Background: an optimization exercise with open tools, aiming at small area and a short achievable clock period. Do not read the settings as production practice. Function was checked by simulation only, so behaviour that the tests miss may differ from the original. Power is estimated from default activity; no workload was simulated.

== P ==
==> flow/design.v <==
module tpu_host_buffer #(
   parameter int ELEMS = 64
) (
   input  logic        clk,
   input  logic        rst_n,
   input  logic [7:0]  host_addr,
   input  logic [7:0]  host_wdata,
   input  logic        host_we,
   input  logic        host_start,
   output logic [7:0]  host_rdata,
   output logic        host_busy,
   output logic        host_done,
   output logic [7:0]  core_a_data,
   output logic [7:0]  core_b_data,
   output logic        core_valid,
   output logic        core_last,
   input  logic        core_ready,
   input  logic [15:0] res_data,
   input  logic        res_valid
);
   localparam int KW = $clog2(ELEMS);
   logic          stream_q, wait_q, done_q, busy_q, last_q;
   logic [KW-1:0] kp_q;           
   logic [KW:0]   r_q;            
   logic [7:0]    a_q, b_q;       
   logic [7:0]    rlo_q, rlo_n, rhi_q, rhi_n;
   logic [7:0]    a_mem   [ELEMS];
   logic [7:0]    b_mem   [ELEMS];
   logic [15:0]   res_mem [ELEMS];
   logic [KW-1:0] idx;
   logic          host_open, buf_we, res_we, start, r_full, adv, at_end;
   assign idx       = host_addr[KW-1:0];
   assign host_open = !stream_q && !wait_q;
   assign buf_we    = host_we && !host_addr[7] && host_open;
   assign start     = host_start && host_open;
   assign r_full    = r_q[KW];
   assign res_we    = res_valid && busy_q && !r_full;
   assign adv       = stream_q && core_ready;
   assign at_end    = (kp_q == '0);   
   always_ff @(posedge clk) begin
      if (buf_we && !host_addr[6])
         a_mem[idx] <= host_wdata;
      if (buf_we && host_addr[6])
         b_mem[idx] <= host_wdata;
      if (res_we)
         res_mem[r_q[KW-1:0]] <= res_data;
   end
   assign rlo_n = host_addr[7] ? 8'h00 : (host_addr[6] ? b_mem[idx] : a_mem[idx]);
   assign rhi_n = host_addr[7] ? (host_addr[6] ? res_mem[idx][15:8] : res_mem[idx][7:0]) : 8'h00;
   always_ff @(posedge clk or negedge rst_n) begin
      if (!rst_n) begin
         stream_q <= 1'b0;
         wait_q   <= 1'b0;
         done_q   <= 1'b0;
         busy_q   <= 1'b0;
         last_q   <= 1'b0;
         kp_q     <= '0;
         r_q      <= '0;
         a_q      <= '0;
         b_q      <= '0;
         rlo_q    <= '0;
         rhi_q    <= '0;
      end else begin
         rlo_q  <= rlo_n;
         rhi_q  <= rhi_n;
         if (start)
            r_q <= '0;
         else if (res_we)
            r_q <= r_q + 1'b1;
         if (start) begin
            stream_q <= 1'b1;
            busy_q   <= 1'b1;
            done_q   <= 1'b0;
            kp_q     <= KW'(1);
            last_q   <= 1'b0;
            a_q      <= (buf_we && host_addr[6:0] == 7'h00) ? host_wdata : a_mem[0];
            b_q      <= (buf_we && host_addr[6:0] == 7'h40) ? host_wdata : b_mem[0];
         end else if (stream_q) begin
            if (core_ready) begin
               if (at_end) begin
                  stream_q <= 1'b0;
                  wait_q   <= 1'b1;
                  a_q      <= '0;
                  b_q      <= '0;
               end else begin
                  a_q      <= a_mem[kp_q];
                  b_q      <= b_mem[kp_q];
               end
               kp_q   <= kp_q + 1'b1;
               last_q <= (kp_q == KW'(ELEMS - 1));
            end
         end else if (wait_q) begin
            if (r_full) begin
               wait_q <= 1'b0;
               busy_q <= 1'b0;
               done_q <= 1'b1;
            end
         end else if (done_q && buf_we) begin
            done_q <= 1'b0;
         end
      end
   end
   assign host_rdata  = rlo_q | rhi_q;
   assign host_busy   = busy_q;
   assign host_done   = done_q;
   assign core_valid  = stream_q;
   assign core_last   = last_q;
   assign core_a_data = a_q;
   assign core_b_data = b_q;
endmodule
==> flow/config.mk <==
export PLATFORM = sky130hd
export DESIGN_NAME = tpu_host_buffer
export DESIGN_NICKNAME = tpu_host_buffer
export VERILOG_FILES = /design/flow/design.v
export SDC_FILE = /design/flow/constraint.sdc
export NUM_CORES = 4
export LEC_CHECK = 0
export CAP_MARGIN = 20
export CORE_MARGIN = 2
export CORE_UTILIZATION = 50
export CTS_CLUSTER_DIAMETER = 60
export CTS_CLUSTER_SIZE = 30
export SETUP_SLACK_MARGIN = 3.3
export SLEW_MARGIN = 20
==> flow/constraint.sdc <==
create_clock -name core_clock -period 6.0 [get_ports {clk}]
set_input_delay 1.2000 -clock core_clock [delete_from_list [all_inputs] [get_ports {clk}]]
set_output_delay 1.2000 -clock core_clock [all_outputs]
set_load 0.01 [all_outputs]
run.sh (not shown) runs the stock make flow with config.mk's settings and CLKGATE_MAP_FILE= SYNTH_SCRIPT=/design/flow/synth_recipe.tcl, a recipe that flattens the netlist after the stock synthesis.
Setup changes, P to Q
- CORE_UTILIZATION changed from 50 to 60
- TNS_END_PERCENT newly set to 5
Results
[Q vs P] area of the core: lower in Q
In the reports for P and Q, the smaller utilization belongs to P.
Q consumes less power than P does.
Largest fanout of any net on the critical path delta for Q relative to P: 10 higher
Between P and Q, the flow reports quantity of gates resized following cts decreasing by more than a quarter.
For P, the slowest cell on the critical path was sky130_fd_sc_hd__nor4_4, unlike Q, where it was sky130_fd_sc_hd__o2bb2ai_2.


JK:
Another version of the RTL of tpu_host_buffer (not shown whole).
Size in the first run: ~4,900 cells after synthesis, about 2,100 flip-flops, roughly 66 I/O pins, roughly 87,000 um2 of cells after synthesis.
## tpu_host_buffer
module tpu_host_buffer #(
   parameter int ELEMS = 64
) (
   input  logic        clk,
   input  logic        rst_n,
   input  logic [7:0]  host_addr,
   input  logic [7:0]  host_wdata,
   input  logic        host_we,
   input  logic        host_start,
   output logic [7:0]  host_rdata,
   output logic        host_busy,
   output logic        host_done,
   output logic [7:0]  core_a_data,
   output logic [7:0]  core_b_data,
   output logic        core_valid,
   output logic        core_last,
   input  logic        core_ready,
   input  logic [15:0] res_data,
   input  logic        res_valid
);
Settings: LEC_CHECK=0, CAP_MARGIN=20, CORE_MARGIN=2, CORE_UTILIZATION=50, CTS_CLUSTER_DIAMETER=60, CTS_CLUSTER_SIZE=30, SETUP_SLACK_MARGIN=3.3, SLEW_MARGIN=20; clock period 6.0 ns.
JK has completed all stages; timing, DRC and antenna checks passed.
Relative to JK, the following input files were edited for MS:
Settings: TNS_END_PERCENT newly set to 5.
### Flow results
Delta(detailed-route wire length, MS - JK) < 0. JK → MS: sequential share of layout area rose by 0.57 points, final cell count shrank by 41, pre-CTS setup slack now larger. MS vs. JK: final worst-path setup slack went up 53 ps, synthesized area per cell held, post-CTS repair timing setup buffer count went up about 6%, power share of the clock group went up 1.1 points, final design area excluding fillers went down about 0.9%. Going from JK to MS, the via count of the routed design was found to have gone down by 1.1%.

## re-timing with driven ports
In the flow no input, the clock included, has a driving cell. The finished layouts below were timed again as built, in two steps.
Step 1 assumes that a clkbuf_16 drives the clock port and a buf_2 every other input.
Step 2 adds t to the input delays and takes it off the output delays; t is the mean of the earliest and latest rising clock arrival at the registers after step 1. Input paths then give back, and output paths get back, about the clock's delay inside the block.
Slacks: ideal / step 1 / step 2; pairs: ideal / step 1.
| run | t, ns | slack for setup (ns) | cell pins on the clock port's net |
|---|---|---|---|
| P | 0.915 | 2.949 / 2.737 / 1.822 | 1 |
| Q | 0.897 | 2.836 / 2.487 / 1.590 | 1 |
| JK | 0.910 | 2.850 / 2.646 / 1.736 | 1 |
| MS | 0.944 | 2.904 / 2.653 / 1.710 | 1 |
After both steps setup and hold are still met in every run listed. For Q, which loses most, drivers alone change the setup slack by -0.349 ns; drivers and shift together by -1.246 ns.
